What follows belongs to an exercise in optimizing a design on an open flow for small area, a short achievable clock period and few clock cycles; a production flow would make more cautious choices. Where RTL was checked, it was by simulation tests only, not by an equivalence proof against the original. Power and IR drop assume default switching activity.

## source_text_tokenizer_top
module source_text_tokenizer_top (
  input  logic        clk_i,
  input  logic        rst_ni,
  input  logic        in_valid,
  output logic        in_ready,
  input  logic [7:0]  in_text_byte,
  input  logic        in_end_of_text,
  output logic        out_valid,
  input  logic        out_ready,
  output logic [5:0]  out_kind,
  output logic [23:0] out_start_offset,
  output logic [15:0] out_token_length,
  output logic [15:0] out_token_line,
  output logic [15:0] out_token_col,
  output logic [7:0]  out_string_byte,
  output logic        out_last
);
Size: ~200 flip-flops.
Settings: LEC_CHECK=0, CAP_MARGIN=20, CORE_MARGIN=2, CORE_UTILIZATION=60, PLACE_DENSITY=0.7, SLEW_MARGIN=20; clock period 9.0 ns.
standard.sh (not shown) runs the stock make flow with config.mk's settings and CLKGATE_MAP_FILE= SYNTH_SCRIPT=/design/flow/synth_recipe.tcl, a recipe that flattens the netlist after the stock synthesis.
==> flow/flow/run.sh <==
#!/bin/bash
set -euo pipefail
export BUFFER_PORTS_ARGS="-buffer_cell sky130_fd_sc_hd__buf_1"
export CTS_ARGS="-sink_clustering_enable -repair_clock_nets -dont_use_dummy_load -buf_list sky130_fd_sc_hd__clkbuf_8 -sink_buffer_max_cap_derate 0.6"
export SETUP_SLACK_MARGIN=5.5
bash standard.sh > standard_flow.log 2>&1
Change:
--- a/flow/design.v
+++ b/flow/design.v
@@ -203,24 +203,18 @@
       "+":     single_kind = stt_pkg::KPlus;
       "-":     single_kind = stt_pkg::KMinus;
       "*":     single_kind = stt_pkg::KStar;
       default: begin single_kind = stt_pkg::KBadChar; is_single = 1'b0; end
     endcase
   end
   assign len_inc = (len_q != stt_pkg::LenMax) ? len_q + 16'd1 : len_q;
-  always_comb begin
-    logic c;
-    c = adv_q && off_q != stt_pkg::OffMax;
-    for (int i = 0; i < 24; i++) begin cur_off[i] = off_q[i] ^ c; c = c & off_q[i]; end
-    c = adv_q && lastlf_q && line_q != stt_pkg::PosMax;
-    for (int i = 0; i < 16; i++) begin cur_line[i] = line_q[i] ^ c; c = c & line_q[i]; end
-    c = adv_q && col_q != stt_pkg::PosMax;
-    for (int i = 0; i < 16; i++) begin cur_col[i] = col_q[i] ^ c; c = c & col_q[i]; end
-    if (adv_q && lastlf_q) cur_col = 16'd1;
-  end
+  assign cur_off  = (adv_q && off_q != stt_pkg::OffMax) ? off_q + 24'd1 : off_q;
+  assign cur_line = (adv_q && lastlf_q && line_q != stt_pkg::PosMax) ? line_q + 16'd1 : line_q;
+  assign cur_col  = (adv_q && lastlf_q) ? 16'd1 :
+                    (adv_q && col_q != stt_pkg::PosMax) ? col_q + 16'd1 : col_q;
   stt_kw_match u_kw (
     .c_i(c), .len_i(len_q), .open_i(kw_open), .mask_i(kwm_q), .mask_o(kwm_d), .kind_o(kw_kind)
   );
   always_comb begin
     fall_res = 1'b1;
     fall_kind = single_kind;
     fall_len = 2'd1;
@@ -352,17 +346,14 @@
     end
   end
   assign done_o = !split;
   assign emit = close_res || (fall && fall_res);
   assign advance = done_o && !eot && !halt_d && mode_q != stt_pkg::MEnded;
   logic [1:0]  pos_sel;
   assign pos_sel = close_res ? close_pos : stt_pkg::PosCur;
-  logic p_load, p_from_last;
-  assign p_load = (emit && pos_sel != stt_pkg::PosRun) || (open_run && !emit) || ppend_q;
-  assign p_from_last = ppend_q || (mode_q == stt_pkg::MIdle && pend_q != stt_pkg::PNone);
   always_ff @(posedge clk_i or negedge rst_ni) begin
     if (!rst_ni) begin
       mode_q <= stt_pkg::MIdle; pend_q <= stt_pkg::PNone; halt_q <= 1'b0;
       off_q <= '0; line_q <= 16'd1; col_q <= 16'd1; adv_q <= 1'b0;
       ov_q <= 1'b0; ppend_q <= 1'b0;
     end else begin
       if (go_i) ppend_q <= open_run && emit;
@@ -377,18 +368,18 @@
     end
   end
   always_ff @(posedge clk_i) begin
     if (go_i) begin
       len_q <= len_d;
       kwm_q <= kwm_d;
       if (advance) lastlf_q <= is_lf;
-      if (p_load) begin
-        p_off_q  <= p_from_last ? off_q  : cur_off;
-        p_line_q <= p_from_last ? line_q : cur_line;
-        p_col_q  <= p_from_last ? col_q  : cur_col;
+      if (emit && pos_sel == stt_pkg::PosCur || open_run && !emit) begin
+        p_off_q <= cur_off; p_line_q <= cur_line; p_col_q <= cur_col;
+      end else if (emit && pos_sel == stt_pkg::PosOp || ppend_q) begin
+        p_off_q <= off_q; p_line_q <= line_q; p_col_q <= col_q;
       end
       if (emit) begin
         kind_q <= close_res ? close_kind : fall_kind;
         lsel_q <= close_res ? close_len : fall_len;
         sb_q <= sb;
         last_q <= !more;
       end
What happened: Area after synthesis falls by 2.2%; hold slack degrades by 0.034 ns; final area falls by 14%; register-to-register slack improves by 1.9 ns; final cell count falls by 3.2%; setup slack improves by 1.9 ns; maximum frequency rises by 56%; wire length falls by 9.5%; non-clock buffer count falls by 98; via count falls by 2.4%; clock power falls by about 3%; count of clock-buffer cells in the layout does not change.
Testbench counts after the change, summed over its fixed seeds: cycles 24,327.
Only the layout flow was run in the first run of this note; the RTL was not checked for function there.

---

source_text_tokenizer_top, a different RTL version from the one above (not shown whole).
For scale: about 1300 cells after synthesis, ~200 flip-flops, about 100 I/O pins, roughly 12000 um^2 of cells after synthesis.
export LEC_CHECK = 0
export CAP_MARGIN = 20
export CORE_MARGIN = 2
export CORE_UTILIZATION = 60
export PLACE_DENSITY = 0.7
export SLEW_MARGIN = 20
create_clock -name core_clock -period 9.0 [get_ports {clk_i}]
Scripts as last shown in full above: flow/flow/run.sh
Testbench counts at the start, summed over its fixed seeds: cycles 24,327.
Next try:
--- a/flow/design.v
+++ b/flow/design.v
@@ -354,28 +354,27 @@
   assign p_load = (emit && pos_sel != stt_pkg::PosRun) || (open_run && !emit) || ppend_q;
   assign p_from_last = ppend_q || (mode_q == stt_pkg::MIdle && pend_q != stt_pkg::PNone);
   always_ff @(posedge clk_i or negedge rst_ni) begin
     if (!rst_ni) begin
       mode_q <= stt_pkg::MIdle; pend_q <= stt_pkg::PNone; halt_q <= 1'b0;
       off_q <= '0; line_q <= 16'd1; col_q <= 16'd1; adv_q <= 1'b0;
-      ov_q <= 1'b0; ppend_q <= 1'b0;
+      ov_q <= 1'b0; ppend_q <= 1'b0; len_q <= '0;
     end else begin
       if (go_i) ppend_q <= open_run && emit;
       if (go_i) begin
-        mode_q <= mode_d; pend_q <= pend_d; halt_q <= halt_d;
+        mode_q <= mode_d; pend_q <= pend_d; halt_q <= halt_d; len_q <= len_d;
         if (advance) begin
           off_q <= cur_off; line_q <= cur_line; col_q <= cur_col; adv_q <= 1'b1;
         end
       end
       if (go_i) ov_q <= emit;
       else if (out_ready_i) ov_q <= 1'b0;
     end
   end
   always_ff @(posedge clk_i) begin
     if (go_i) begin
-      len_q <= len_d;
       kwm_q <= kwm_d;
       if (advance) lastlf_q <= is_lf;
       if (p_load) begin
         p_off_q  <= p_from_last ? off_q  : cur_off;
         p_line_q <= p_from_last ? line_q : cur_line;
         p_col_q  <= p_from_last ? col_q  : cur_col;
The changed run ran to the end with no violations.
Clock-buffer cell count stays the same.
Global-route usage went up by 2.5 points.
Setup slack degrades by 0.078 ns.
Hold slack degrades by 0.0058 ns.
Cell area went up by a little under a tenth.
For the second run of this note, only the layout was checked, not whether the RTL still works.

---

source_text_tokenizer_top, a different RTL version from the one above (not shown whole).
For scale: ~1200 cells after synthesis, roughly 200 flip-flops.
==> flow/design.v (excerpt) <==
module source_text_tokenizer_top (
  input  logic        clk_i,
  input  logic        rst_ni,
  input  logic        in_valid,
  output logic        in_ready,
  input  logic [7:0]  in_text_byte,
  input  logic        in_end_of_text,
  output logic        out_valid,
  input  logic        out_ready,
  output logic [5:0]  out_kind,
  output logic [23:0] out_start_offset,
  output logic [15:0] out_token_length,
  output logic [15:0] out_token_line,
  output logic [15:0] out_token_col,
  output logic [7:0]  out_string_byte,
  output logic        out_last
);
export LEC_CHECK = 0
export CAP_MARGIN = 20
export CORE_MARGIN = 2
export CORE_UTILIZATION = 60
export PLACE_DENSITY = 0.7
export SLEW_MARGIN = 20
create_clock -name core_clock -period 9.0 [get_ports {clk_i}]
Scripts as last shown in full above: flow/flow/run.sh
Testbench counts at the start, summed over its fixed seeds: cycles 24,429.
Then changed:
--- a/flow/design.v
+++ b/flow/design.v
@@ -151,18 +151,19 @@
   logic [15:0] cur_line, cur_col;
   logic [23:0] p_off_q;              
   logic [15:0] p_line_q, p_col_q;
   logic [15:0] len_q, len_d;
   logic        ppend_q;                     
   logic [stt_pkg::NumKw-1:0] kwm_q, kwm_d;
   logic        ov_q;
-  logic [5:0]  kind_q;
-  logic [7:0]  sb_q;
+  logic        strb_q;               
+  logic [7:0]  data_q;               
   logic        last_q;
-  logic [1:0]  lsel_q;
+  logic [5:0]  res_kind;
+  logic [1:0]  res_lsel;
   logic [7:0]  c;
   logic        eot;
   logic        is_alpha, is_digit, is_blank, is_lf, is_quote, is_bslash, is_dot, is_eq;
   logic        is_slash, is_bang, is_lt, is_gt, is_hold, is_open;
   logic [5:0]  single_kind;
   logic        is_single;
   logic [15:0] len_inc;
@@ -266,15 +267,16 @@
           close_res = 1'b1; close_kind = kw_kind; close_len = LRun;
           mode_d = stt_pkg::MIdle; fall = 1'b1;
         end
       end
       stt_pkg::MNumber, stt_pkg::MFraction: begin
         if (pend_q == stt_pkg::PDot) begin
           if (!eot && is_digit) begin
-            len_d = len_inc; mode_d = stt_pkg::MFraction; pend_d = stt_pkg::PNone; split = 1'b1;
+            len_d = (len_q < 16'hFFFE) ? len_q + 16'd2 : stt_pkg::LenMax;
+            mode_d = stt_pkg::MFraction; pend_d = stt_pkg::PNone;
           end else begin
             close_res = 1'b1; close_kind = stt_pkg::KNumber; close_len = LRun;
             mode_d = stt_pkg::MIdle; pend_d = stt_pkg::PDot; split = 1'b1; more = 1'b1;
           end
         end else if (!eot && is_digit) begin
           len_d = len_inc;
         end else if (!eot && is_dot && mode_q == stt_pkg::MNumber) begin
@@ -376,28 +378,29 @@
       if (advance) lastlf_q <= is_lf;
       if (p_load) begin
         p_off_q  <= p_from_last ? off_q  : cur_off;
         p_line_q <= p_from_last ? line_q : cur_line;
         p_col_q  <= p_from_last ? col_q  : cur_col;
       end
       if (emit) begin
-        kind_q <= close_res ? close_kind : fall_kind;
-        lsel_q <= close_res ? close_len : fall_len;
-        sb_q <= sb;
+        strb_q <= res_kind == stt_pkg::KStrByte;
+        data_q <= (res_kind == stt_pkg::KStrByte) ? sb : {res_lsel, res_kind};
         last_q <= !more;
       end
     end
   end
   assign out_valid_o = ov_q;
-  assign out_kind_o  = kind_q;
+  assign res_kind = close_res ? close_kind : fall_kind;
+  assign res_lsel = close_res ? close_len : fall_len;
+  assign out_kind_o  = strb_q ? stt_pkg::KStrByte : data_q[5:0];
   assign out_off_o   = p_off_q;
   assign out_line_o  = p_line_q;
   assign out_col_o   = p_col_q;
-  assign out_len_o   = (lsel_q == LRun) ? len_q : {14'd0, lsel_q};
-  assign out_sb_o    = sb_q;
+  assign out_len_o   = strb_q ? 16'd0 : (data_q[7:6] == LRun) ? len_q : {14'd0, data_q[7:6]};
+  assign out_sb_o    = strb_q ? data_q : 8'd0;
   assign out_last_o  = last_q;
 endmodule
 module source_text_tokenizer_top (
   input  logic        clk_i,
   input  logic        rst_ni,
   input  logic        in_valid,
   output logic        in_ready,
Outcome: Worst setup slack loses 88 ps; total power climbs by 96%; fmax came out lower by 2.5%; combinational power goes up to 6.7 times its value; wire length came out higher by 18%; cell area grows by 7.5%; synthesized cell count increases by 13%.
Only the layout flow was run in the second run of this note; the RTL was not checked for function there.

==> afterwards: timing with drivers on the ports <==
The flow's constraints put no driver on any port. The routed layouts listed below were extracted and timed again, unchanged, in two steps. Step 1: set_driving_cell puts a clkbuf_16 on clk_i and a buf_2 on each other input, an assumption about the parent block. Step 2, shift: input delay + t, output delay - t, t = (earliest + latest rising clock arrival at the registers) / 2. This alone moves slack from input paths to output paths. Three values: ideal, step 1, step 2; two values: the first two.
| run | shift t [ns] | slack for setup (ns) | worst data-port slew with drivers (ns) |
|---|---|---|---|
| the first run of note 1 | 0.510 | 3.622 / 3.622 / 3.622 | 0.03 |
| the second run of note 1 | 0.518 | 5.550 / 5.550 / 5.192 | 0.09 |
| the first run of note 2 | 0.496 | 5.563 / 5.575 / 5.081 | 0.03 |
| the second run of note 2 | 0.509 | 5.485 / 5.483 / 5.074 | 0.03 |
| the first run of note 3 | 0.492 | 5.551 / 5.562 / 5.070 | 0.03 |
| the second run of note 3 | 0.503 | 5.464 / 5.464 / 5.026 | 0.03 |
After both steps every run listed still meets setup and hold. The setup slack of the first run of note 2, which loses most, moves by +0.012 ns with the drivers and by -0.482 ns with both steps.
